This design comes from an exercise in tuning for a short achievable clock period and few clock cycles on the open sky130 flow, not from production work.
The RTL was checked by simulation tests, not by an equivalence proof against the original design.
No activity file was given, so power comes from the tool's default toggle rates.

`design.v`:
```
`default_nettype none
package dlx_isa_pkg;
   localparam int data_width     = 32;
   localparam int pc_width       = 20;
   localparam int reg_addr_width = 5;
   localparam int imm_width      = 16;
   localparam int opcode_width   = 6;
   localparam int func_width     = 6;
   localparam int alu_op_width   = 3;
   localparam int opcode_lsb = 26;
   localparam int rs1_lsb    = 21;
   localparam int rs2_lsb    = 16;
   localparam int rd_lsb     = 11;
   typedef logic [data_width-1:0]     data_t;
   typedef logic [pc_width-1:0]       pc_t;
   typedef logic [reg_addr_width-1:0] reg_addr_t;
   localparam pc_t pc_reset = '0;
   typedef enum logic [opcode_width-1:0] {
      op_rtype = 6'h00,
      op_beqz  = 6'h04,
      op_bnez  = 6'h05,
      op_addi  = 6'h08,
      op_lw    = 6'h23,
      op_sw    = 6'h2b
   } opcode_e;
   typedef enum logic [func_width-1:0] {
      fn_add = 6'h20,
      fn_sub = 6'h22,
      fn_and = 6'h24,
      fn_or  = 6'h25,
      fn_xor = 6'h26,
      fn_slt = 6'h2a
   } func_e;
   typedef enum logic [alu_op_width-1:0] {
      alu_add,
      alu_sub,
      alu_and,
      alu_or,
      alu_xor,
      alu_slt
   } alu_op_e;
endpackage
`default_nettype wire
`default_nettype none
package dlx_pipe_pkg;
   typedef enum logic [1:0] {
      fwd_none,
      fwd_ex_mem,
      fwd_mem_wb
   } fwd_sel_e;
   typedef struct packed {
      logic      valid;
      logic [2:0] alu_op;
      logic      use_imm;
      logic [31:0] imm;
      logic [31:0] a;
      logic [31:0] b;
      logic [4:0] rs1;
      logic [4:0] rs2;
      logic [4:0] rd;
      logic      reg_wr_en;
      logic      mem_rd_en;
      logic      mem_wr_en;
      logic      is_branch;
      logic      branch_on_zero;
      logic [19:0] next_pc;
   } id_ex_t;
   typedef struct packed {
      logic [31:0] alu_data;
      logic [31:0] store_data;
      logic [4:0] rd;
      logic      reg_wr_en;
      logic      mem_rd_en;
      logic      mem_wr_en;
   } ex_mem_t;
   typedef struct packed {
      logic [31:0] alu_data;
      logic [4:0] rd;
      logic      reg_wr_en;
      logic      mem_to_reg;
   } mem_wb_t;
   typedef struct packed {
      logic [4:0] rd;
      logic      wr_en;
      logic [31:0] data;
   } wb_t;
   typedef struct packed {
      logic take;
      logic [19:0]target;
   } redirect_t;
endpackage
`default_nettype wire
`default_nettype none
module reg_file (
   input  wire        clk,
   input  wire        arst_n,
   input  wire [4:0]  rd_addr_a,
   input  wire [4:0]  rd_addr_b,
   output wire [31:0] rd_data_a,
   output wire [31:0] rd_data_b,
   input  wire        wr_en,
   input  wire [4:0]  wr_addr,
   input  wire [31:0] wr_data
);
   reg [31:0] regs [1:31];
   reg [31:1] written;
   genvar i;
   generate
      for (i = 1; i < 32; i = i + 1) begin : g_reg
         always @(posedge clk) begin
            if (wr_en && wr_addr == i) regs[i] <= wr_data;
         end
      end
   endgenerate
   always @(posedge clk or negedge arst_n) begin
      if (!arst_n) begin
         written <= '0;
      end else if (wr_en && wr_addr != 5'd0) begin
         written[wr_addr] <= 1'b1;
      end
   end
   wire [31:0] val [0:31];
   assign val[0] = 32'd0;
   generate
      for (i = 1; i < 32; i = i + 1) begin : g_val
         assign val[i] = written[i] ? regs[i] : 32'd0;
      end
   endgenerate
   assign rd_data_a = val[rd_addr_a];
   assign rd_data_b = val[rd_addr_b];
endmodule
`default_nettype wire
`default_nettype none
module ks_add32 (
   input  wire [31:0] a,
   input  wire [31:0] b,
   input  wire        ci,
   output wire [31:0] s
);
   wire [31:0] p0 = a ^ b;
   wire [31:0] g [0:5];
   wire [31:0] p [0:5];
   assign g[0] = {a[31:1] & b[31:1], (a[0] & b[0]) | (p0[0] & ci)};
   assign p[0] = p0;
   genvar l, i;
   generate
      for (l = 0; l < 5; l = l + 1) begin : g_lvl
         for (i = 0; i < 32; i = i + 1) begin : g_bit
            if (i >= (1 << l)) begin : g_op
               assign g[l+1][i] = g[l][i] | (p[l][i] & g[l][i - (1 << l)]);
               assign p[l+1][i] = p[l][i] & p[l][i - (1 << l)];
            end else begin : g_pass
               assign g[l+1][i] = g[l][i];
               assign p[l+1][i] = p[l][i];
            end
         end
      end
   endgenerate
   assign s = p0 ^ {g[5][30:0], ci};
endmodule
`default_nettype wire
`timescale 1ns/1ns
`default_nettype none
module dlx_core (
   input  wire        clk,
   input  wire        arst_n,
   output wire        instr_rd_en,
   output wire [19:0] instr_addr,
   input  wire [31:0] instruction,
   output wire        data_rd_en,
   output wire        data_wr_en,
   output wire [31:0] data_addr,
   input  wire [31:0] data_read,
   output wire [31:0] data_write
);
   reg        rd_en_q;       
   reg [19:0] pc_f;          
   reg [19:0] pc_d;          
   reg [19:0] pc_d4;         
   reg        fv_q;          
   reg        fp_q;          
   reg [15:0] fp_imm;        
   reg [3:0]  bt_v;
   reg [19:0] bt_pc  [0:3];
   reg [19:0] bt_tgt [0:3];
   reg [15:0] bt_imm [0:3];
   reg [1:0]  bt_ptr;
   reg        al_q;
   reg [19:0] al_pc, al_tgt;
   reg [15:0] al_imm;
   reg        e_wr, e_load, e_store;
   reg [4:0]  e_rd;
   reg [31:0] e_a;           
   reg [31:0] e_ob;          
   reg [31:0] e_sd;          
   reg [31:0] e_imm;
   reg        e_addi;
   reg        e_sel_add, e_sel_sub, e_sel_and, e_sel_or, e_sel_xor, e_sel_slt;
   reg        e_a_m, e_ob_m, e_sd_m;    
   reg        m_wr, m_load, m_store;
   reg [4:0]  m_rd;
   reg [31:0] m_res, m_sd;
   reg        w_wr, w_load;
   reg [4:0]  w_rd;
   reg [31:0] w_res;
   reg        w_rz;          
   wire [31:0] w_data = w_load ? data_read : w_res;
   wire [31:0] d_w     = instruction;
   wire [19:0] d_pc    = pc_d;
   wire [19:0] d_pc4   = pc_d4;
   wire        d_v     = fv_q;
   wire        d_fp    = fp_q;
   wire [15:0] d_fpimm = fp_imm;
   wire [5:0]  d_op   = d_w[31:26];
   wire [5:0]  d_fn   = d_w[5:0];
   wire [4:0]  d_rs1  = d_w[25:21];
   wire [4:0]  d_rs2  = d_w[20:16];
   wire [4:0]  d_rdr  = d_w[15:11];
   wire [31:0] d_imm  = {{16{d_w[15]}}, d_w[15:0]};
   wire d_rtype = (d_op == 6'h00);
   wire d_f_add = (d_fn == 6'h20);
   wire d_f_sub = (d_fn == 6'h22);
   wire d_f_and = (d_fn == 6'h24);
   wire d_f_or  = (d_fn == 6'h25);
   wire d_f_xor = (d_fn == 6'h26);
   wire d_f_slt = (d_fn == 6'h2a);
   wire d_alur  = d_rtype & (d_f_add | d_f_sub | d_f_and | d_f_or | d_f_xor | d_f_slt);
   wire d_addi  = (d_op == 6'h08);
   wire d_lw    = (d_op == 6'h23);
   wire d_sw    = (d_op == 6'h2b);
   wire d_beqz  = (d_op == 6'h04);
   wire d_bnez  = (d_op == 6'h05);
   wire d_br    = (d_beqz | d_bnez) & (d_w[15:0] != 16'd0);
   wire [4:0] d_rd = d_rtype ? d_rdr : d_rs2;
   wire d_wr    = (d_alur | d_addi | d_lw) & (d_rd != 5'd0);
   wire d_use1  = (d_alur | d_addi | d_lw | d_sw | d_br) & (d_rs1 != 5'd0);
   wire d_use2  = (d_alur | d_sw) & (d_rs2 != 5'd0);
   wire d_e1 = e_wr & (e_rd == d_rs1);
   wire d_m1 = m_wr & (m_rd == d_rs1);
   wire d_w1 = w_wr & (w_rd == d_rs1);
   wire d_e2 = e_wr & (e_rd == d_rs2);
   wire d_m2 = m_wr & (m_rd == d_rs2);
   wire d_w2 = w_wr & (w_rd == d_rs2);
   wire d_haz1 = (e_load & d_e1) | (m_load & d_m1);
   wire d_haz2 = (e_load & d_e2) | (m_load & d_m2);
   wire d_bhaz = (d_e1 & ~e_addi) | (w_load & d_w1);
   wire stall  = d_v & ((d_use1 & d_haz1) | (d_use2 & d_haz2) | (d_br & d_bhaz));
   wire [19:0] d_target = d_pc4 + d_imm[19:0];
   wire [31:0] rf_a, rf_b;
   reg_file reg_file_i (
      .clk       (clk),
      .arst_n    (arst_n),
      .rd_addr_a (d_rs1),
      .rd_addr_b (d_rs2),
      .rd_data_a (rf_a),
      .rd_data_b (rf_b),
      .wr_en     (w_wr),
      .wr_addr   (w_rd),
      .wr_data   (w_data)
   );
   wire [31:0] d_byp_a = d_m1 ? m_res : w_data;
   wire [31:0] d_byp_b = d_m2 ? m_res : w_data;
   wire [31:0] d_a = (d_m1 | d_w1) ? d_byp_a : rf_a;
   wire [31:0] d_b = (d_m2 | d_w2) ? d_byp_b : rf_b;
   reg  [31:1] zflag;
   always @(posedge clk or negedge arst_n) begin
      if (!arst_n) begin
         zflag <= {31{1'b1}};
      end else if (w_wr) begin
         zflag[w_rd] <= w_load ? (data_read == 32'd0) : w_rz;
      end
   end
   wire [31:0] zvec = {zflag, 1'b1};
   wire [31:0] x_a  = e_a_m  ? m_res : e_a;
   wire [31:0] x_ob = e_ob_m ? m_res : e_ob;
   wire [31:0] x_sd = e_sd_m ? m_res : e_sd;
   wire [31:0] x_sum, x_diff;
   ks_add32 add_i (.a(x_a), .b(x_ob),  .ci(1'b0), .s(x_sum));
   ks_add32 sub_i (.a(x_a), .b(~x_ob), .ci(1'b1), .s(x_diff));
   wire        x_lt   = (x_a[31] != x_ob[31]) ? x_a[31] : x_diff[31];
   wire [31:0] x_res  = ({32{e_sel_add}} & x_sum) |
                        ({32{e_sel_sub}} & x_diff) |
                        ({32{e_sel_and}} & (x_a & x_ob)) |
                        ({32{e_sel_or}}  & (x_a | x_ob)) |
                        ({32{e_sel_xor}} & (x_a ^ x_ob)) |
                        {31'd0, e_sel_slt & x_lt};
   wire x_zero_m = ((m_res ^ e_imm) == {m_res[30:0] | e_imm[30:0], 1'b0});
   wire x_zero_d = ((e_a   ^ e_imm) == {e_a[30:0]   | e_imm[30:0], 1'b0});
   wire x_zero   = e_a_m ? x_zero_m : x_zero_d;
   wire m_zero     = (m_res == 32'd0);
   wire d_zero_o = d_m1 ? m_zero : (d_w1 ? w_rz : zvec[d_rs1]);
   wire d_zero   = d_e1 ? x_zero : d_zero_o;
   wire d_go      = d_v & ~stall;
   wire d_imm_ok  = (d_w[15:0] == d_fpimm);
   wire d_tk1     = d_br & d_beqz;      
   wire d_tk0     = d_br & d_bnez;      
   wire d_redir1  = d_go & (d_fp ? ~(d_tk1 & d_imm_ok) : d_tk1);
   wire d_redir0  = d_go & (d_fp ? ~(d_tk0 & d_imm_ok) : d_tk0);
   wire d_alloc1  = d_go & d_tk1 & ~d_fp;
   wire d_alloc0  = d_go & d_tk0 & ~d_fp;
   wire [3:0] bt_hit;
   genvar gi;
   generate
      for (gi = 0; gi < 4; gi = gi + 1) begin : g_bt
         assign bt_hit[gi] = bt_v[gi] & (bt_pc[gi] == pc_f);
      end
   endgenerate
   wire        bp_hit = |bt_hit;
   wire [19:0] bp_tgt = ({20{bt_hit[0]}} & bt_tgt[0]) | ({20{bt_hit[1]}} & bt_tgt[1]) |
                        ({20{bt_hit[2]}} & bt_tgt[2]) | ({20{bt_hit[3]}} & bt_tgt[3]);
   wire [15:0] bp_imm = ({16{bt_hit[0]}} & bt_imm[0]) | ({16{bt_hit[1]}} & bt_imm[1]) |
                        ({16{bt_hit[2]}} & bt_imm[2]) | ({16{bt_hit[3]}} & bt_imm[3]);
   wire [19:0] pc_f4 = pc_f + 20'd4;
   wire [19:0] pc_nored = stall ? d_pc : (bp_hit ? bp_tgt : pc_f4);
   wire [19:0] pc_next1 = d_redir1 ? (d_tk1 ? d_target : d_pc4) : pc_nored;
   wire [19:0] pc_next0 = d_redir0 ? (d_tk0 ? d_target : d_pc4) : pc_nored;
   always @(posedge clk or negedge arst_n) begin
      if (!arst_n) begin
         bt_v   <= 4'd0;
         bt_ptr <= 2'd0;
      end else if (al_q) begin
         bt_v[bt_ptr] <= 1'b1;
         bt_ptr       <= bt_ptr + 2'd1;
      end
   end
   always @(posedge clk or negedge arst_n) begin
      if (!arst_n) begin
         al_q <= 1'b0;
      end else begin
         al_q <= d_zero ? d_alloc1 : d_alloc0;
      end
   end
   always @(posedge clk) begin
      al_pc  <= d_pc;
      al_tgt <= d_target;
      al_imm <= d_w[15:0];
      if (al_q) begin
         bt_pc[bt_ptr]  <= al_pc;
         bt_tgt[bt_ptr] <= al_tgt;
         bt_imm[bt_ptr] <= al_imm;
      end
   end
   always @(posedge clk or negedge arst_n) begin
      if (!arst_n) begin
         rd_en_q <= 1'b0;
         fv_q    <= 1'b0;
      end else begin
         rd_en_q <= 1'b1;
         fv_q    <= rd_en_q & ~stall & ~(d_zero ? d_redir1 : d_redir0);
      end
   end
   always @(posedge clk) begin
      pc_d  <= pc_f;
      pc_d4 <= pc_f4;
      if (!rd_en_q) pc_f <= 20'd0;
      else          pc_f <= d_zero ? pc_next1 : pc_next0;
   end
   always @(posedge clk) begin
      fp_q   <= bp_hit;
      fp_imm <= bp_imm;
   end
   always @(posedge clk or negedge arst_n) begin
      if (!arst_n) begin
         e_wr    <= 1'b0;
         e_load  <= 1'b0;
         e_store <= 1'b0;
      end else begin
         e_wr    <= d_go & d_wr;
         e_load  <= d_go & d_lw;
         e_store <= d_go & d_sw;
      end
   end
   always @(posedge clk) begin
      e_rd      <= d_rd;
      e_a       <= d_a;
      e_ob      <= d_rtype ? d_b : d_imm;
      e_sd      <= d_b;
      e_imm     <= d_imm;
      e_addi    <= d_addi;
      e_sel_add <= ~d_rtype | d_f_add;
      e_sel_sub <= d_rtype & d_f_sub;
      e_sel_and <= d_rtype & d_f_and;
      e_sel_or  <= d_rtype & d_f_or;
      e_sel_xor <= d_rtype & d_f_xor;
      e_sel_slt <= d_rtype & d_f_slt;
      e_a_m     <= d_e1;
      e_ob_m    <= d_rtype & d_e2;
      e_sd_m    <= d_e2;
   end
   always @(posedge clk or negedge arst_n) begin
      if (!arst_n) begin
         m_wr    <= 1'b0;
         m_load  <= 1'b0;
         m_store <= 1'b0;
         w_wr    <= 1'b0;
         w_load  <= 1'b0;
      end else begin
         m_wr    <= e_wr;
         m_load  <= e_load;
         m_store <= e_store;
         w_wr    <= m_wr;
         w_load  <= m_load;
      end
   end
   always @(posedge clk) begin
      m_rd  <= e_rd;
      m_res <= x_res;
      m_sd  <= x_sd;
      w_rd  <= m_rd;
      w_res <= m_res;
      w_rz  <= m_zero;
   end
   assign instr_rd_en = rd_en_q;
   assign instr_addr  = pc_f;
   assign data_rd_en  = m_load;
   assign data_wr_en  = m_store;
   assign data_addr   = m_res;
   assign data_write  = m_sd;
endmodule
`default_nettype wire
```
`flow/run.sh`:
```
#!/bin/bash
# The standard layout (standard.sh), with timing repair asked to
# aim for more setup slack than the flow settings allow (margin 6.3 ns)
set -euo pipefail
bash standard.sh SETUP_SLACK_MARGIN=6.3 finish > flow_make.log 2>&1
```
`standard.sh`:
```
#!/bin/bash
# synth_recipe.tcl (not shown) runs the flow's synth.tcl, then flattens the netlist and writes it again
# the make line also repeats each setting of config.mk as NAME=value (left out here)
make -C /OpenROAD-flow-scripts/flow DESIGN_CONFIG=/design/flow/config.mk WORK_HOME=/design/flow/orfs CLKGATE_MAP_FILE= SYNTH_SCRIPT=/design/flow/synth_recipe.tcl "${@:-finish}"
```
`config.mk`:
```
export PLATFORM = sky130hd
export DESIGN_NAME = dlx_core
export DESIGN_NICKNAME = dlx_core
export VERILOG_FILES = /design/flow/design.v
export SDC_FILE = /design/flow/constraint.sdc
export NUM_CORES = 4
export LEC_CHECK = 0
export ABC_CLOCK_PERIOD_IN_PS = 2500
export CAP_MARGIN = 20
export CORE_MARGIN = 2
export CORE_UTILIZATION = 40
export PLACE_DENSITY = 0.55
export SLEW_MARGIN = 20
export SYNTH_HIERARCHICAL = 1
export SYNTH_MINIMUM_KEEP_SIZE = 0
export TNS_END_PERCENT = 100
```
`constraint.sdc`:
```
create_clock -name core_clock -period 9.0 [get_ports {clk}]
set_input_delay 1.8000 -clock core_clock [delete_from_list [all_inputs] [get_ports {clk}]]
set_output_delay 1.8000 -clock core_clock [all_outputs]
set_load 0.01 [all_outputs]
```
==> results.json, run 1 <==
{
  "dp_slack_ns": 2.43,
  "synth-seq-area-share_pct": 55.6,
  "pin_count": 153,
  "clockBufferDepth": 3,
  "fp.dieH_um": 456,
  "syn_area_um2": 81900,
  "synth.top_cells.by_area": "edfxtp_1, dfxtp_1, nor3_1, nand2_1, ha_1",
  "netlist.area_leader.share_pct": 44.6,
  "htreeDepth": 4,
  "ys_ff_latch": 1644,
  "yosysUniqueCellTypes": 101,
  "haltStage": "global routing (5_1_grt)",
  "grt_usage_pct": 52.3,
  "synth_simple_gate_area_share_pct": 19.2,
  "cts.sinks": 1644,
  "yosysTopAreaCell": "edfxtp_1",
  "grt_overflow_total": 6,
  "gp_congestion": 1.05,
  "async_flop_share_pct": 4.81,
  "syn-instance-count": 7682,
  "synth_edf_count": 1216,
  "synth_xor_xnor_area_share_pct": 3.16,
  "synth-compound-area-share_pct": 11.2,
  "ys_dominant_reg_cell": "edfxtp_1",
  "yosysMostFrequentCell": "edfxtp_1",
  "numPlacedInstances": 10100,
  "avgSynthCellArea_um2": 10.7,
  "rows": 166,
  "tool.error": "[ERROR GRT-0232] Routing congestion too high. Check the congestion heatmap in the GUI.",
  "status": "aborted with a tool error",
  "cts_hold_buf": 0,
  "cts-root-buf": "clkbuf_16",
  "grt_max_degree": 65,
  "hpwlAfterDp_um": 270000,
  "synth_top_family_by_area": "simple AND/OR/NAND/NOR gates",
  "synthMuxAreaShare_pct": 3.03,
  "synth_warnings": 10,
  "ys_top_cells_by_count": "edfxtp_1, nand2_1, nor3_1, a31oi_1, clkbuf_1",
  "numCtsBuffers": 182,
  "start_util_pct": 40.1,
  "die_width_um": 456,
  "io_buffer_count": 152,
  "post_dp_cell_area_um2": 87600,
  "synth-adder-area-share_pct": 3.71
}
-- cells by family after synthesis --
| group | Yosys count |
|---|---|
| AND/OR/NAND/NOR | 3195 |
| flip-flops | 1644 |
| AO/OA/AOI/OAI | 1273 |
| buffers and inverters | 809 |
| XOR/XNOR | 295 |
| adder cells (fa/ha/maj) | 240 |
| multiplexers | 224 |
| other | 2 |
-- stage by stage --
step	utilization, %	hold WS, ns	total power [mW]
after floorplan	-	0.325	9.18
after global placement	42.9	0.338	9.78
after detailed placement	42.9	0.340	9.79
after CTS	54.6	0.351	18.1
-- power by group through the flow --
stage               Sequential (mW)  Combinational [mW]  Clock (mW)
CTS                            8.34                2.07        7.68
detailed placement             8.54                1.25           0
global placement               8.54                1.24           0
floorplan                      8.45               0.727           0
-- worst max path at each step --
| stage | startpoint | to | slack, ns |
|---|---|---|---|
| after CTS | instruction[16] | e_ob[21]$_DFF_P_ | 5.29 |
| after detailed placement | instruction[21] | pc_f[18]$_SDFF_PN0_ | 2.43 |
| after global placement | instruction[21] | pc_f[18]$_SDFF_PN0_ | 2.39 |
| after floorplan | instruction[3] | pc_f[7]$_SDFF_PN0_ | 4.84 |
-- per-layer routing --
metal	overflow	GRT usage, %
met3	0	37.2
met2	2	66.2
met4	0	43.3
met5	0	24.8
met1	4	56.2
-- Yosys stat by module (local to each module, per instance) --
module / cells inside / flops+latches / copies in the design / cell area, um2
ks_add32: 214 / 0 / 2 / 1660
reg_file: 4701 / 1023 / 1 / 50000
dlx_core: 2553 / 621 / 1 / 28600
-- what timing repair did --
item | in CTS
setup buffers | 813
pin swaps | 519
setup endpoints to repair | 1484
resized for setup | 2139
cloned | 134
Testbench counts, summed over its fixed seeds: cycles 21,625.
==> run 2: changes to the inputs <==
--- a/design.v
+++ b/design.v
@@ -104,4 +104,5 @@
 );
-   reg [31:0] regs [1:31];
-   reg [31:1] written;
+   reg  [31:0] regs [1:31];
+   wire [31:0] val  [0:31];
+   assign val[0] = 32'd0;
    genvar i;
@@ -110,18 +111,6 @@
          always @(posedge clk) begin
-            if (wr_en && wr_addr == i) regs[i] <= wr_data;
+            if (!arst_n)                        regs[i] <= 32'd0;
+            else if (wr_en && wr_addr == i)     regs[i] <= wr_data;
          end
-      end
-   endgenerate
-   always @(posedge clk or negedge arst_n) begin
-      if (!arst_n) begin
-         written <= '0;
-      end else if (wr_en && wr_addr != 5'd0) begin
-         written[wr_addr] <= 1'b1;
-      end
-   end
-   wire [31:0] val [0:31];
-   assign val[0] = 32'd0;
-   generate
-      for (i = 1; i < 32; i = i + 1) begin : g_val
-         assign val[i] = written[i] ? regs[i] : 32'd0;
+         assign val[i] = regs[i];
       end
@@ -197,3 +186,5 @@
    reg        e_addi;
-   reg        e_sel_add, e_sel_sub, e_sel_and, e_sel_or, e_sel_xor, e_sel_slt;
+   reg        e_sel_and, e_sel_or, e_sel_xor, e_sel_slt;
+   reg        e_s_add_d, e_s_add_am, e_s_add_bm, e_s_add_mm;
+   reg        e_s_sub_d, e_s_sub_am, e_s_sub_bm;
    reg        e_a_m, e_ob_m, e_sd_m;    
@@ -235,4 +226,2 @@
    wire d_wr    = (d_alur | d_addi | d_lw) & (d_rd != 5'd0);
-   wire d_use1  = (d_alur | d_addi | d_lw | d_sw | d_br) & (d_rs1 != 5'd0);
-   wire d_use2  = (d_alur | d_sw) & (d_rs2 != 5'd0);
    wire d_e1 = e_wr & (e_rd == d_rs1);
@@ -246,3 +235,5 @@
    wire d_bhaz = (d_e1 & ~e_addi) | (w_load & d_w1);
-   wire stall  = d_v & ((d_use1 & d_haz1) | (d_use2 & d_haz2) | (d_br & d_bhaz));
+   wire d_rd2   = d_rtype | d_sw;
+   wire d_rd1   = ~((d_beqz | d_bnez) & ~d_br);
+   wire stall  = d_v & ((d_rd1 & d_haz1) | (d_rd2 & d_haz2) | (d_br & d_bhaz));
    wire [19:0] d_target = d_pc4 + d_imm[19:0];
@@ -276,12 +267,22 @@
    wire [31:0] x_sd = e_sd_m ? m_res : e_sd;
-   wire [31:0] x_sum, x_diff;
-   ks_add32 add_i (.a(x_a), .b(x_ob),  .ci(1'b0), .s(x_sum));
-   ks_add32 sub_i (.a(x_a), .b(~x_ob), .ci(1'b1), .s(x_diff));
-   wire        x_lt   = (x_a[31] != x_ob[31]) ? x_a[31] : x_diff[31];
-   wire [31:0] x_res  = ({32{e_sel_add}} & x_sum) |
-                        ({32{e_sel_sub}} & x_diff) |
-                        ({32{e_sel_and}} & (x_a & x_ob)) |
-                        ({32{e_sel_or}}  & (x_a | x_ob)) |
-                        ({32{e_sel_xor}} & (x_a ^ x_ob)) |
-                        {31'd0, e_sel_slt & x_lt};
+   wire [31:0] sum_d, sum_am, sum_bm, dif_d, dif_am, dif_bm;
+   ks_add32 add_d  (.a(e_a),   .b(e_ob),   .ci(1'b0), .s(sum_d));
+   ks_add32 add_am (.a(m_res), .b(e_ob),   .ci(1'b0), .s(sum_am));
+   ks_add32 add_bm (.a(e_a),   .b(m_res),  .ci(1'b0), .s(sum_bm));
+   ks_add32 sub_d  (.a(e_a),   .b(~e_ob),  .ci(1'b1), .s(dif_d));
+   ks_add32 sub_am (.a(m_res), .b(~e_ob),  .ci(1'b1), .s(dif_am));
+   ks_add32 sub_bm (.a(e_a),   .b(~m_res), .ci(1'b1), .s(dif_bm));
+   wire        x_dif31 = e_a_m ? (~e_ob_m & dif_am[31]) : (e_ob_m ? dif_bm[31] : dif_d[31]);
+   wire        x_lt    = (x_a[31] != x_ob[31]) ? x_a[31] : x_dif31;
+   wire [31:0] x_res   = ({32{e_s_add_d}}  & sum_d)  |
+                         ({32{e_s_add_am}} & sum_am) |
+                         ({32{e_s_add_bm}} & sum_bm) |
+                         ({32{e_s_add_mm}} & {m_res[30:0], 1'b0}) |
+                         ({32{e_s_sub_d}}  & dif_d)  |
+                         ({32{e_s_sub_am}} & dif_am) |
+                         ({32{e_s_sub_bm}} & dif_bm) |
+                         ({32{e_sel_and}} & (x_a & x_ob)) |
+                         ({32{e_sel_or}}  & (x_a | x_ob)) |
+                         ({32{e_sel_xor}} & (x_a ^ x_ob)) |
+                         {31'd0, e_sel_slt & x_lt};
    wire x_zero_m = ((m_res ^ e_imm) == {m_res[30:0] | e_imm[30:0], 1'b0});
@@ -296,6 +297,6 @@
    wire d_tk0     = d_br & d_bnez;      
-   wire d_redir1  = d_go & (d_fp ? ~(d_tk1 & d_imm_ok) : d_tk1);
-   wire d_redir0  = d_go & (d_fp ? ~(d_tk0 & d_imm_ok) : d_tk0);
-   wire d_alloc1  = d_go & d_tk1 & ~d_fp;
-   wire d_alloc0  = d_go & d_tk0 & ~d_fp;
+   wire d_redir1  = d_v & (d_fp ? ~(d_tk1 & d_imm_ok) : d_tk1);
+   wire d_redir0  = d_v & (d_fp ? ~(d_tk0 & d_imm_ok) : d_tk0);
+   wire d_alloc1  = d_v & d_tk1 & ~d_fp;
+   wire d_alloc0  = d_v & d_tk0 & ~d_fp;
    wire [3:0] bt_hit;
@@ -313,5 +314,5 @@
    wire [19:0] pc_f4 = pc_f + 20'd4;
-   wire [19:0] pc_nored = stall ? d_pc : (bp_hit ? bp_tgt : pc_f4);
-   wire [19:0] pc_next1 = d_redir1 ? (d_tk1 ? d_target : d_pc4) : pc_nored;
-   wire [19:0] pc_next0 = d_redir0 ? (d_tk0 ? d_target : d_pc4) : pc_nored;
+   wire [19:0] pc_seq   = bp_hit ? bp_tgt : pc_f4;
+   wire [19:0] pc_next1 = d_redir1 ? (d_tk1 ? d_target : d_pc4) : pc_seq;
+   wire [19:0] pc_next0 = d_redir0 ? (d_tk0 ? d_target : d_pc4) : pc_seq;
    always @(posedge clk or negedge arst_n) begin
@@ -329,3 +330,3 @@
       end else begin
-         al_q <= d_zero ? d_alloc1 : d_alloc0;
+         al_q <= ~stall & (d_zero ? d_alloc1 : d_alloc0);
       end
@@ -354,4 +355,5 @@
       pc_d4 <= pc_f4;
-      if (!rd_en_q) pc_f <= 20'd0;
-      else          pc_f <= d_zero ? pc_next1 : pc_next0;
+      if (!rd_en_q)   pc_f <= 20'd0;
+      else if (stall) pc_f <= d_pc;
+      else            pc_f <= d_zero ? pc_next1 : pc_next0;
    end
@@ -379,4 +381,9 @@
       e_addi    <= d_addi;
-      e_sel_add <= ~d_rtype | d_f_add;
-      e_sel_sub <= d_rtype & d_f_sub;
+      e_s_add_d  <= (~d_rtype | d_f_add) & ~d_e1 & ~(d_rtype & d_e2);
+      e_s_add_am <= (~d_rtype | d_f_add) & d_e1 & ~(d_rtype & d_e2);
+      e_s_add_bm <= (~d_rtype | d_f_add) & ~d_e1 & (d_rtype & d_e2);
+      e_s_add_mm <= d_rtype & d_f_add & d_e1 & d_e2;
+      e_s_sub_d  <= d_rtype & d_f_sub & ~d_e1 & ~d_e2;
+      e_s_sub_am <= d_rtype & d_f_sub & d_e1 & ~d_e2;
+      e_s_sub_bm <= d_rtype & d_f_sub & ~d_e1 & d_e2;
       e_sel_and <= d_rtype & d_f_and;
--- a/config.mk
+++ b/config.mk
@@ -10,4 +10,4 @@
 export CORE_MARGIN = 2
-export CORE_UTILIZATION = 40
-export PLACE_DENSITY = 0.55
+export CORE_UTILIZATION = 30
+export PLACE_DENSITY = 0.45
 export SLEW_MARGIN = 20
==> run 2 against run 1 <==
Against the previous run: the run now finishes clean; synthesized area up 9.8%; synthesized cell count up 39%.
==> results.json, run 2 <==
{
  "synth-seq-area-share_pct": 38.8,
  "clockBufferDepth": 4,
  "synth-compound-area-share_pct": 24.4,
  "totalWireLength_um": 583000,
  "yosysMostFrequentCell": "nand2_1",
  "p_leak_nw": 44.8,
  "r2r-start": "m_res[12]$_DFF_P_",
  "dr_total_vias": 96600,
  "cts_hold_buf": 0,
  "finalCriticalPeriod_ns": 3.66,
  "worstPathRequired_ns": 9.80,
  "layout_common_cells": "nand2_1, dfxtp_1, a21boi_0",
  "cts-root-buf": "clkbuf_16",
  "worst_pin_slew_ns": 1.10,
  "synth_simple_gate_area_share_pct": 19.4,
  "drc": 0,
  "grt_pass1_vias": 89400,
  "grt_usage_pct": 36.6,
  "worst-r2r-cell-count": 13,
  "cp_data_arrival_time_ns": 4.45,
  "async_flop_share_pct": 2.97,
  "grt_first_pass_wirelength_um": 772000,
  "yosysUniqueCellTypes": 105,
  "finalMaxSlewViolations": 0,
  "drive_above_1_share_pct": 26.8,
  "netlist.area_leader.share_pct": 30.0,
  "start_util_pct": 30.1,
  "totalPowerFinal_mw": 18.9,
  "critPathKind": "in2reg",
  "htreeDepth": 4,
  "avgRoutedWirePerCell_um": 37.6,
  "grt_max_degree": 186,
  "powerDensity_nw_per_um2": 154,
  "synth_top_family_by_area": "compound AO/OA/AOI/OAI gates",
  "die-area_um2": 304000,
  "clk_latency_ns": 0.95,
  "critical_path.startpoint": "instruction[23]",
  "regToRegSetupSlack_ns": 5.52,
  "final_util_pct": 41.0,
  "tns_ns": 0,
  "antenna_found_initial": 51,
  "cts.sinks": 1618,
  "avgSynthCellArea_um2": 8.41,
  "core_area_um2": 299000,
  "slew_headroom_pct": 26.8,
  "yosysTopAreaCell": "dfxtp_1",
  "first_pass_iters": 10,
  "fp.dieH_um": 551,
  "hpwlAfterDp_um": 330000,
  "worstHoldPathType": "reg2reg",
  "numCtsBuffers": 194,
  "vias_per_cell": 6.24,
  "synth_edf_count": 224,
  "drv_cap": 0,
  "gp_congestion": 0.977,
  "syn_area_um2": 89900,
  "io_buffer_count": 152,
  "skew_ns": 0.0809,
  "reg_top3": "reg_file_i.regs x992, bt_pc x80, bt_tgt x80",
  "grt_overflow_total": 0,
  "tritoncts": "built",
  "hold_violations": 0,
  "ir_worst_vdd_uv": 173,
  "synth-adder-area-share_pct": 5.06,
  "final_common_cell": "nand2_1",
  "nets": 11800,
  "synth.top_cells.by_area": "dfxtp_1, nand2_1, a21boi_0, edfxtp_1, ha_1",
  "worstPathMaxFanout": 6,
  "clkSlewWorstSetupHoldPaths_ns": 0.06,
  "setup_viol": 0,
  "critPathLaunchType": "input port",
  "pin_count": 153,
  "status": "no timing/DRC/antenna violations",
  "syn-instance-count": 10700,
  "synthMuxAreaShare_pct": 3.53,
  "synth_warnings": 10,
  "rsz0062_at_grt": "true",
  "rr_endpoint": "pc_f[15]$_SDFF_PN0_",
  "largest_register_ffs": 992,
  "finalCritPeriodShare_pct": 40.6,
  "ys_dominant_reg_cell": "dfxtp_1",
  "top_register": "reg_file_i.regs",
  "endpoint_kind": "flop",
  "ys_top_cells_by_count": "nand2_1, dfxtp_1, a21boi_0, clkbuf_1, a22oi_1",
  "rows": 201,
  "drtAntennaViolNets": 0,
  "area_delta_synth_final_pct": 36.4,
  "drt_iter0_drc": 14100,
  "ys_ff_latch": 1618,
  "holdWs_ns": 0.347,
  "synth_xor_xnor_area_share_pct": 3.81,
  "die_width_um": 551,
  "crit_path_end": "e_a[23]$_DFF_P_",
  "max_freq_mhz": 273
}
[run 2: changes by cell type after synthesis, moves of 201 or more]
cell	previous run	this run
a22oi_1	102	560
nor3_1	989	61
dfxtp_1	349	1346
clkbuf_1	356	702
and3_1	34	235
a31oi_1	380	29
edfxtp_1	1216	224
a21boi_0	1	998
nand2_1	996	2541
[run 2: worst min-delay path by stage]
stage                     slack, ns  cells past startpoint        startpoint                end
after floorplan                0.32                      0  pc_d[13]$_DFF_P_  al_pc[13]$_DFF_P_
final                          0.35                      0   m_rd[1]$_DFF_P_    w_rd[1]$_DFF_P_
after global routing           0.34                      0   m_rd[1]$_DFF_P_    w_rd[1]$_DFF_P_
after global placement         0.33                      0  pc_d[13]$_DFF_P_  al_pc[13]$_DFF_P_
after detailed placement       0.34                      0  pc_d[13]$_DFF_P_  al_pc[13]$_DFF_P_
after CTS                      0.32                      0   m_rd[1]$_DFF_P_    w_rd[1]$_DFF_P_
[run 2: cell families after synthesis]
group | count (synthesis)
buf+inv | 1124
simple gates | 3933
fa+ha+maj | 356
other cells | 2
flops | 1618
xor+xnor | 391
compound gates | 2970
mux | 295
[run 2: layer usage]
metal	global-route usage, %	up-vias	wire length, um
li1	-	39600	-
met1	45.3	47600	222000
met2	53.2	7190	238000
met3	12.6	2143	72100
met4	25.4	20	50300
met5	0	-	169
[run 2: final cells by class]
| class | count | area [um2] |
|---|---|---|
| fill | 29100 | 176000 |
| timing repair buffer | 1263 | 15200 |
| antenna | 27 | 67.6 |
| tap | 3958 | 4950 |
| clock buffer | 279 | 5730 |
| sequential | 1618 | 35200 |
| multi-input combinational | 7982 | 59200 |
| clock inverter | 71 | 973 |
| inverter | 272 | 1200 |
| timing repair inverter | 18 | 133 |
[run 2: per-stage QoR]
stage / instances / setup slack (ns) / cell area [um2]
3_3_place_gp: 14200 / 2.53 / 97300
5_1_grt: 15500 / 5.39 / 123000
3_5_place_dp: 14200 / 2.52 / 97300
2_1_floorplan: 10700 / 4.98 / 92700
6_report: 15500 / 5.34 / 123000
4_1_cts: 15300 / 5.48 / 119000
[run 2: power by group]
part           leakage, nW  switching, mW  internal [mW]  total (mW)
registers             13.5          0.111           7.41        7.52
clock network         3.29           3.57           4.96        8.52
logic                 28.0           1.75           1.10        2.85
[run 2: what timing repair did]
action                                 in CTS  in global routing
endpoints found under the hold margin       0                  0
resized for setup                        2145                487
cloned                                    107                 14
setup endpoints to repair                1354                974
pin swaps                                 450                335
setup buffers                             658                144
[run 2: Yosys stat by module (local to each module, per instance)]
module    copies in the design  cell area, um2  cells
reg_file                     1           50200   6502
dlx_core                     1           29900   2855
ks_add32                     6            1630    222
[run 2: critical path, stage by stage]
cell,delay [ns]
buf_16,0.14
buf_16,0.18
and3_4,0.21
buf_16,0.17
and2_4,0.24
buf_12,0.19
a22o_1,0.24
a221oi_2,0.18
nand4_1,0.37
o21ai_4,0.58
o21ai_2,0.09
Testbench counts of run 2, summed over its fixed seeds: cycles 21,625.
==> run 3: changes to the inputs <==
==> run.sh (new file) <==
#!/bin/bash
# synth_recipe.tcl (not shown) runs the flow's synth.tcl, then flattens the netlist and writes it again
# the make line also repeats each setting of config.mk as NAME=value (left out here)
make -C /OpenROAD-flow-scripts/flow DESIGN_CONFIG=/design/flow/config.mk WORK_HOME=/design/flow/orfs CLKGATE_MAP_FILE= SYNTH_SCRIPT=/design/flow/synth_recipe.tcl finish
--- a/config.mk
+++ b/config.mk
@@ -12,2 +12,3 @@
 export PLACE_DENSITY = 0.45
+export SETUP_SLACK_MARGIN = 5
 export SLEW_MARGIN = 20
removed: flow/run.sh
removed: standard.sh
==> run 3 against run 2 <==
Against the previous run: highest routed layer unchanged; global-route usage shrank 3.8 points; clock skew grew 0.019 ns; maximum frequency shrank 14%; critical path depth is the same; sequential cell count is the same.
==> results.json, run 3 <==
{
  "status": "no timing/DRC/antenna violations",
  "crit_path_end": "e_ob[30]$_DFF_P_",
  "synth-seq-area-share_pct": 38.8,
  "antenna_found_initial": 44,
  "cts_hold_buf": 0,
  "grt_overflow_total": 0,
  "regToRegSetupSlack_ns": 5.04,
  "tns_ns": 0,
  "grt_max_degree": 206,
  "ir_worst_vdd_uv": 143,
  "core_area_um2": 299000,
  "worst-r2r-cell-count": 13,
  "critical_path.startpoint": "instruction[19]",
  "synth_edf_count": 224,
  "die_width_um": 551,
  "synth.top_cells.by_area": "dfxtp_1, nand2_1, a21boi_0, edfxtp_1, ha_1",
  "grt_first_pass_wirelength_um": 699000,
  "hpwlAfterDp_um": 323000,
  "max_stage_delay_ns": 0.98,
  "critPathKind": "in2reg",
  "powerDensity_nw_per_um2": 171,
  "async_flop_share_pct": 2.97,
  "multi_input_area_um2": 52300,
  "tritoncts": "built",
  "yosysMostFrequentCell": "nand2_1",
  "cp_data_arrival_time_ns": 5.01,
  "rsz0062_at_grt": "true",
  "worst_pin_slew_ns": 1.25,
  "vias_per_cell": 6.10,
  "layout_common_cells": "nand2_1, dfxtp_1, a21boi_0",
  "hold_violations": 0,
  "endpoint_kind": "flop",
  "ys_dominant_reg_cell": "dfxtp_1",
  "syn-instance-count": 10700,
  "drtAntennaViolNets": 0,
  "die-area_um2": 304000,
  "skew_ns": 0.0999,
  "finalCriticalPeriod_ns": 4.23,
  "dr_total_vias": 90100,
  "setup_ws_ns": 4.77,
  "synth_warnings": 10,
  "gp_congestion": 0.991,
  "slew_headroom_pct": 16.4,
  "r2r-start": "e_ob[14]$_DFF_P_",
  "cts-root-buf": "clkbuf_16",
  "cpMaxStageDelayCell": "o211ai_1",
  "fillers": 30500,
  "final_common_cell": "nand2_1",
  "ys_ff_latch": 1618,
  "area.sequential_um2": 35000,
  "nets": 11100,
  "numCtsBuffers": 196,
  "syn_area_um2": 89900,
  "largest_register_ffs": 992,
  "pin_count": 153,
  "yosysTopAreaCell": "dfxtp_1",
  "clk_latency_ns": 0.93,
  "top_register": "reg_file_i.regs",
  "p_leak_nw": 38.9,
  "htreeDepth": 4,
  "critPathLaunchType": "input port",
  "worstHoldPathType": "reg2reg",
  "ys_top_cells_by_count": "nand2_1, dfxtp_1, a21boi_0, clkbuf_1, a22oi_1",
  "worstPathMaxFanout": 17,
  "avgRoutedWirePerCell_um": 35.3,
  "rr_endpoint": "m_res[0]$_DFF_P_",
  "worstPathRequired_ns": 9.78,
  "area_delta_synth_final_pct": 18.3,
  "crit_chain": "buf_12 -> nor2b_4 -> buf_12 -> and2_4 -> buf_12 -> a222oi_1 -> nand4_1 -> or4_4 -> o211ai_1 -> o21ai_2 -> o21a_1",
  "clockBufferDepth": 4,
  "finalCritPeriodShare_pct": 47.0,
  "cpMostUsedCell": "buf_12",
  "finalMaxSlewViolations": 0,
  "drc": 0,
  "max_freq_mhz": 236,
  "dp_slack_ns": 2.31,
  "drive_above_1_share_pct": 12.5,
  "reg_top3": "reg_file_i.regs x992, bt_pc x80, bt_tgt x80",
  "io_buffer_count": 152,
  "path_buf_inv": 3,
  "drv_cap": 0,
  "rows": 201,
  "cts.sinks": 1618,
  "grt_pass1_vias": 84200,
  "cp.depth": 11,
  "yosysUniqueCellTypes": 105,
  "clkSlewWorstSetupHoldPaths_ns": 0.06,
  "netlist.area_leader.share_pct": 30.0,
  "setup_viol": 0,
  "grt_usage_pct": 32.8,
  "cpLargestDelayFamily": "compound AO/OA/AOI/OAI gates",
  "totalWireLength_um": 522000,
  "start_util_pct": 30.1,
  "fp.dieH_um": 551,
  "first_pass_iters": 9,
  "drt_iter0_drc": 12800,
  "avgSynthCellArea_um2": 8.41
}
-- run 3: how the worst min path moves through the flow --
stage                      start           endpoint  cells past startpoint
2_1_floorplan   pc_d[13]$_DFF_P_  al_pc[13]$_DFF_P_                      0
3_3_place_gp   e_store$_DFF_PN0_  m_store$_DFF_PN0_                      0
3_5_place_dp   e_store$_DFF_PN0_  m_store$_DFF_PN0_                      0
4_1_cts        e_store$_DFF_PN0_  m_store$_DFF_PN0_                      0
5_1_grt          pc_d[8]$_DFF_P_   al_pc[8]$_DFF_P_                      0
6_report       e_store$_DFF_PN0_  m_store$_DFF_PN0_                      0
-- run 3: logic make-up after synthesis --
kind of cell             Yosys count  synth area share, %
XOR/XNOR                         391                 3.81
adder cells (fa/ha/maj)          356                 5.06
AND/OR/NAND/NOR                 3933                 19.4
other                              2              0.00835
AO/OA/AOI/OAI                   2970                 24.4
buffers and inverters           1124                 4.92
flip-flops                      1618                 38.8
multiplexers                     295                 3.53
-- run 3: cell type report --
type / count / area share, %
diodes: 25 / 0.0588
multi-input cells: 7963 / 49.2
inverters: 272 / 0.984
clock inverters: 103 / 1.21
well taps: 3958 / 4.65
flip-flops and latches: 1618 / 32.9
repair inverters: 1 / 0.00706
clock buffers: 260 / 5.16
repair buffers: 576 / 5.88
-- run 3: repair_timing --
action / CTS / global route
pin swaps: 48 / 40
endpoints found under the setup margin: 160 / 152
setup buffers: 107 / 48
gates resized for setup: 362 / 179
cloned: 24 / 9
-- run 3: per-module statistics from Yosys, one instance, submodules excluded --
module	cells	cell area, um2	flip-flops and latches	copies in the design
ks_add32	222	1630	0	6
dlx_core	2855	29900	626	1
reg_file	6502	50200	992	1
-- run 3: power breakdown --
group          switching (mW)  internal [mW]  total [mW]
registers               0.114           7.42        7.53
clock network            3.57           5.02        8.60
logic                    1.37          0.682        2.05
total                    5.06           13.1        18.2
-- run 3: metrics by stage --
step	std cells	total power, mW	instance area (um2)	utilization [%]	hold slack [ns]
2_1_floorplan	10700	8.71	90200	-	0.323
3_3_place_gp	14200	9.45	95600	32.0	0.336
3_5_place_dp	14200	9.47	95600	32.0	0.338
4_1_cts	14700	18.1	105000	35.1	0.352
5_1_grt	14800	18.6	106000	35.6	0.354
6_report	14800	18.2	106000	35.6	0.351
-- run 3: per-layer routing --
layer,vias to the layer above,global-route usage (%),share of wire (%)
li1,38100,-,-
met1,44200,41.6,39
met2,6013,49.3,42
met3,1738,8.59,10
met4,20,20.7,7.6
met5,-,0,0.025
==> run 4: changes to the inputs <==
--- a/design.v
+++ b/design.v
@@ -126,3 +126,4 @@
    input  wire        ci,
-   output wire [31:0] s
+   output wire [31:0] s,
+   output wire        c31           
 );
@@ -148,2 +149,3 @@
    assign s = p0 ^ {g[5][30:0], ci};
+   assign c31 = g[5][30];
 endmodule
@@ -171,2 +173,12 @@
    reg [15:0] fp_imm;        
+   reg        sk_v;
+   reg [31:0] sk_w;
+   reg [19:0] sk_pc, sk_pc4;
+   reg        sk_fp;
+   reg [15:0] sk_fpimm;
+   reg        ir_v;
+   reg [31:0] ir_w;
+   reg [19:0] ir_pc, ir_pc4;
+   reg        ir_fp;
+   reg [15:0] ir_fpimm;
    reg [3:0]  bt_v;
@@ -186,3 +198,4 @@
    reg        e_addi;
-   reg        e_sel_and, e_sel_or, e_sel_xor, e_sel_slt;
+   reg        e_sel_and, e_sel_or, e_sel_xor;
+   reg        e_s_slt_d, e_s_slt_am, e_s_slt_bm;
    reg        e_s_add_d, e_s_add_am, e_s_add_bm, e_s_add_mm;
@@ -198,8 +211,14 @@
    wire [31:0] w_data = w_load ? data_read : w_res;
-   wire [31:0] d_w     = instruction;
-   wire [19:0] d_pc    = pc_d;
-   wire [19:0] d_pc4   = pc_d4;
-   wire        d_v     = fv_q;
-   wire        d_fp    = fp_q;
-   wire [15:0] d_fpimm = fp_imm;
+   wire        i_v     = sk_v | fv_q;
+   wire [31:0] i_w     = sk_v ? sk_w     : instruction;
+   wire [19:0] i_pc    = sk_v ? sk_pc    : pc_d;
+   wire [19:0] i_pc4   = sk_v ? sk_pc4   : pc_d4;
+   wire        i_fp    = sk_v ? sk_fp    : fp_q;
+   wire [15:0] i_fpimm = sk_v ? sk_fpimm : fp_imm;
+   wire [31:0] d_w     = ir_w;
+   wire [19:0] d_pc    = ir_pc;
+   wire [19:0] d_pc4   = ir_pc4;
+   wire        d_v     = ir_v;
+   wire        d_fp    = ir_fp;
+   wire [15:0] d_fpimm = ir_fpimm;
    wire [5:0]  d_op   = d_w[31:26];
@@ -268,10 +287,13 @@
    wire [31:0] sum_d, sum_am, sum_bm, dif_d, dif_am, dif_bm;
-   ks_add32 add_d  (.a(e_a),   .b(e_ob),   .ci(1'b0), .s(sum_d));
-   ks_add32 add_am (.a(m_res), .b(e_ob),   .ci(1'b0), .s(sum_am));
-   ks_add32 add_bm (.a(e_a),   .b(m_res),  .ci(1'b0), .s(sum_bm));
-   ks_add32 sub_d  (.a(e_a),   .b(~e_ob),  .ci(1'b1), .s(dif_d));
-   ks_add32 sub_am (.a(m_res), .b(~e_ob),  .ci(1'b1), .s(dif_am));
-   ks_add32 sub_bm (.a(e_a),   .b(~m_res), .ci(1'b1), .s(dif_bm));
-   wire        x_dif31 = e_a_m ? (~e_ob_m & dif_am[31]) : (e_ob_m ? dif_bm[31] : dif_d[31]);
-   wire        x_lt    = (x_a[31] != x_ob[31]) ? x_a[31] : x_dif31;
+   ks_add32 add_d  (.a(e_a),   .b(e_ob),   .ci(1'b0), .s(sum_d),  .c31());
+   ks_add32 add_am (.a(m_res), .b(e_ob),   .ci(1'b0), .s(sum_am), .c31());
+   ks_add32 add_bm (.a(e_a),   .b(m_res),  .ci(1'b0), .s(sum_bm), .c31());
+   wire        c31_d, c31_am, c31_bm;
+   ks_add32 sub_d  (.a(e_a),   .b(~e_ob),  .ci(1'b1), .s(dif_d),  .c31(c31_d));
+   ks_add32 sub_am (.a(m_res), .b(~e_ob),  .ci(1'b1), .s(dif_am), .c31(c31_am));
+   ks_add32 sub_bm (.a(e_a),   .b(~m_res), .ci(1'b1), .s(dif_bm), .c31(c31_bm));
+   wire lt_d  = (e_a[31]   != e_ob[31])  ? e_a[31]   : ~c31_d;
+   wire lt_am = (m_res[31] != e_ob[31])  ? m_res[31] : ~c31_am;
+   wire lt_bm = (e_a[31]   != m_res[31]) ? e_a[31]   : ~c31_bm;
+   wire x_lt  = (e_s_slt_d & lt_d) | (e_s_slt_am & lt_am) | (e_s_slt_bm & lt_bm);
    wire [31:0] x_res   = ({32{e_s_add_d}}  & sum_d)  |
@@ -286,3 +308,3 @@
                          ({32{e_sel_xor}} & (x_a ^ x_ob)) |
-                         {31'd0, e_sel_slt & x_lt};
+                         {31'd0, x_lt};
    wire x_zero_m = ((m_res ^ e_imm) == {m_res[30:0] | e_imm[30:0], 1'b0});
@@ -347,2 +369,4 @@
          fv_q    <= 1'b0;
+         sk_v    <= 1'b0;
+         ir_v    <= 1'b0;
       end else begin
@@ -350,2 +374,4 @@
          fv_q    <= rd_en_q & ~stall & ~(d_zero ? d_redir1 : d_redir0);
+         sk_v    <= stall & i_v;
+         if (!stall) ir_v <= i_v & ~(d_zero ? d_redir1 : d_redir0);
       end
@@ -356,3 +382,3 @@
       if (!rd_en_q)   pc_f <= 20'd0;
-      else if (stall) pc_f <= d_pc;
+      else if (stall) pc_f <= pc_f;
       else            pc_f <= d_zero ? pc_next1 : pc_next0;
@@ -360,2 +386,15 @@
    always @(posedge clk) begin
+      if (stall) begin
+         sk_w     <= i_w;
+         sk_pc    <= i_pc;
+         sk_pc4   <= i_pc4;
+         sk_fp    <= i_fp;
+         sk_fpimm <= i_fpimm;
+      end else begin
+         ir_w     <= i_w;
+         ir_pc    <= i_pc;
+         ir_pc4   <= i_pc4;
+         ir_fp    <= i_fp;
+         ir_fpimm <= i_fpimm;
+      end
       fp_q   <= bp_hit;
@@ -388,2 +427,5 @@
       e_s_sub_bm <= d_rtype & d_f_sub & ~d_e1 & d_e2;
+      e_s_slt_d  <= d_rtype & d_f_slt & ~d_e1 & ~d_e2;
+      e_s_slt_am <= d_rtype & d_f_slt & d_e1 & ~d_e2;
+      e_s_slt_bm <= d_rtype & d_f_slt & ~d_e1 & d_e2;
       e_sel_and <= d_rtype & d_f_and;
@@ -391,3 +433,2 @@
       e_sel_xor <= d_rtype & d_f_xor;
-      e_sel_slt <= d_rtype & d_f_slt;
       e_a_m     <= d_e1;
==> flow/run.sh (new file) <==
#!/bin/bash
# The standard layout (standard.sh), with timing repair asked to
# aim for more setup slack than the flow settings allow (margin 6.3 ns)
set -euo pipefail
bash standard.sh SETUP_SLACK_MARGIN=6.3 finish > flow_make.log 2>&1
==> standard.sh (new file) <==
#!/bin/bash
# synth_recipe.tcl (not shown) runs the flow's synth.tcl, then flattens the netlist and writes it again
# the make line also repeats each setting of config.mk as NAME=value (left out here)
make -C /OpenROAD-flow-scripts/flow DESIGN_CONFIG=/design/flow/config.mk WORK_HOME=/design/flow/orfs CLKGATE_MAP_FILE= SYNTH_SCRIPT=/design/flow/synth_recipe.tcl "${@:-finish}"
--- a/config.mk
+++ b/config.mk
@@ -12,3 +12,2 @@
 export PLACE_DENSITY = 0.45
-export SETUP_SLACK_MARGIN = 5
 export SLEW_MARGIN = 20
removed: run.sh
==> run 4 against run 3 <==
Against the previous run: final cell count rose by 12%; sequential cell count increased by 182; largest cell class unchanged; global-route usage up 2.2 points; still clean; clock skew decreased by 0.0019 ns.
==> results.json, run 4 <==
{
  "status": "no timing/DRC/antenna violations",
  "hpwlAfterDp_um": 342000,
  "numCtsBuffers": 215,
  "largest_register_ffs": 992,
  "setup_ws_ns": 5.47,
  "cp_data_arrival_time_ns": 1.73,
  "skew_ns": 0.0980,
  "drv_cap": 0,
  "synth_warnings": 10,
  "reg_top3": "reg_file_i.regs x992, bt_pc x80, bt_tgt x80",
  "clockBufferDepth": 4,
  "cts-root-buf": "clkbuf_16",
  "worst-r2r-cell-count": 16,
  "regToRegSetupSlack_ns": 5.47,
  "top_register": "reg_file_i.regs",
  "clkSlewWorstSetupHoldPaths_ns": 0.06,
  "worstPathMaxFanout": 2,
  "tritoncts": "built",
  "vias_per_cell": 6.13,
  "tns_ns": 0,
  "met1_length_um": 232000,
  "grt_max_degree": 242,
  "finalMaxSlewViolations": 0,
  "cts.sinks": 1800,
  "drc": 0,
  "hold_violations": 0,
  "die-area_um2": 334000,
  "fillers": 32000,
  "avgSynthCellArea_um2": 8.68,
  "rr_endpoint": "m_res[17]$_DFF_P_",
  "gp_congestion": 0.960,
  "worst_pin_slew_ns": 1.16,
  "numPlacedInstances": 15200,
  "fp.dieH_um": 578,
  "drt_iter0_drc": 14100,
  "dr_total_vias": 102000,
  "drive_above_1_share_pct": 26.8,
  "grt_first_pass_wirelength_um": 812000,
  "setup_viol": 0,
  "highest_layer": "met5",
  "drtAntennaViolNets": 0,
  "die_width_um": 578,
  "rsz0062_at_grt": "true",
  "grt_usage_pct": 35.0,
  "ir_worst_vdd_uv": 157,
  "htreeDepth": 4,
  "io_buffer_count": 152,
  "nets": 12500,
  "dp_slack_ns": 3.70,
  "start_util_pct": 30.2,
  "core_area_um2": 328000,
  "critPathLaunchType": "flop",
  "critical_path.startpoint": "m_res[0]$_DFF_P_",
  "cpMaxStageDelayCell": "dfxtp_4",
  "pin_count": 153,
  "wl_met3_um": 72800,
  "syn-instance-count": 11400,
  "worstHoldPathType": "reg2reg",
  "grt_pass1_vias": 94900,
  "syn_area_um2": 98800,
  "finalCriticalPeriod_ns": 3.53,
  "totalWireLength_um": 616000,
  "max_freq_mhz": 283,
  "avgRoutedWirePerCell_um": 37.1,
  "crit_chain": "buf_4 -> buf_12 -> buf_2",
  "crit_path_end": "data_addr[0]",
  "r2r-start": "m_res[0]$_DFF_P_",
  "routed-wl-met2_um": 257000,
  "layout_common_cells": "nand2_1, dfxtp_1, a21boi_0",
  "final_common_cell": "nand2_1",
  "layout.cells.non_filler": 16600,
  "area_delta_synth_final_pct": 34.5,
  "slew_headroom_pct": 22.7,
  "grt_overflow_total": 0,
  "powerDensity_nw_per_um2": 155,
  "worstPathRequired_ns": 7.20,
  "p_leak_nw": 48.9,
  "first_pass_iters": 12,
  "finalCritPeriodShare_pct": 39.2,
  "rows": 210,
  "clk_latency_ns": 0.98,
  "max_stage_delay_ns": 0.39,
  "antenna_found_initial": 53,
  "endpoint_kind": "output pin",
  "critPathKind": "reg2out"
}
## run 4: critical path, delay by kind of cell (launching register included)
family                 cells  cell delay, ns
flip-flops                 1            0.39
buffers and inverters      3            0.40
## run 4: cell type report
| cell class | count | area, um2 | area share (%) |
|---|---|---|---|
| Multi-Input combinational cell | 8370 | 60900 | 45.8 |
| Sequential cell | 1800 | 40600 | 30.6 |
| Timing Repair Buffer | 1326 | 16800 | 12.7 |
| Clock buffer | 302 | 6150 | 4.63 |
| Tap cell | 4346 | 5440 | 4.09 |
| Inverter | 297 | 1290 | 0.971 |
| Clock inverter | 93 | 1190 | 0.893 |
| Timing Repair inverter | 32 | 322 | 0.242 |
| Antenna cell | 43 | 108 | 0.0810 |
## run 4: stage by stage
stage	cell area [um2]	total power [mW]	hold WS, ns	util, %
after floorplan	99700	9.73	0.323	-
after global placement	105000	10.5	0.324	32.1
after detailed placement	105000	10.5	0.327	32.2
after CTS	128000	20.3	0.338	39.1
after global routing	133000	21.0	0.344	40.5
final	133000	20.6	0.333	40.6
## run 4: power by group
part	total (mW)	switching, mW	internal [mW]
sequential	8.43	0.105	8.33
clock	9.32	3.98	5.34
combinational	2.81	1.76	1.05
## run 4: worst min path at each step
stage / slack, ns / depth (start not counted) / from / end
floorplan: 0.32 / 0 / ir_pc[0]$_DFFE_PN_ / al_pc[0]$_DFF_P_
global placement: 0.32 / 0 / ir_pc[19]$_DFFE_PN_ / al_pc[19]$_DFF_P_
detailed placement: 0.33 / 0 / ir_pc[12]$_DFFE_PN_ / al_pc[12]$_DFF_P_
CTS: 0.34 / 0 / ir_pc[5]$_DFFE_PN_ / al_pc[5]$_DFF_P_
global route: 0.34 / 0 / ir_pc[10]$_DFFE_PN_ / al_pc[10]$_DFF_P_
finish: 0.33 / 0 / ir_pc[2]$_DFFE_PN_ / al_pc[2]$_DFF_P_
## run 4: timing repair
action                     4_1_cts  5_1_grt
setup buffers                  661      166
hold buffers                     0        0
resized for setup             2175      512
cloned                         124       23
setup endpoints to repair     1475     1105
pin swaps                      408      306
## run 4: per-layer routing
layer  global-route usage [%]  vias to the layer above
met5                    0.539                        -
met4                     24.3                       46
met1                     42.9                    50200
met3                     11.3                     2281
met2                     52.0                     7094
li1                         -                    42100
Testbench counts of run 4, summed over its fixed seeds: cycles 22,465.

## what the ideal ports hide
How much do the figures lean on ideal ports? The routed layouts below were timed once more, with nothing changed but the port constraints. Step 1 (the two cells are an assumption about what drives the block):
set clk [get_ports {clk}]
set_driving_cell -lib_cell sky130_fd_sc_hd__clkbuf_16 $clk
set_driving_cell -lib_cell sky130_fd_sc_hd__buf_2 [delete_from_list [all_inputs] $clk]
Step 2 moves the port delays by t, midway between the first and last clock arrival at a register: inputs arrive t later, outputs are due t later. That takes back most of the time a late clock gives input paths. Slacks: ideal ports / drivers / drivers and shift; pairs: ideal ports / drivers.
| run | shift t [ns] | setup WS [ns] | worst setup path at the end | worst slew at a driven data input, ns | cell pins on the clock port's net |
|---|---|---|---|---|---|
| run 2 | 1.014 | 5.343 / 5.088 / 4.075 | input to register | 0.56 | 1 |
| run 3 | 0.992 | 4.770 / 4.646 / 3.654 | input to register | 0.40 | 1 |
| run 4 | 1.031 | 5.468 / 5.360 / 4.500 | input to register | 0.07 | 1 |
After both steps every run listed still meets setup and hold. For run 2, which loses most, drivers alone change the setup slack by -0.255 ns; drivers and shift together by -1.268 ns.
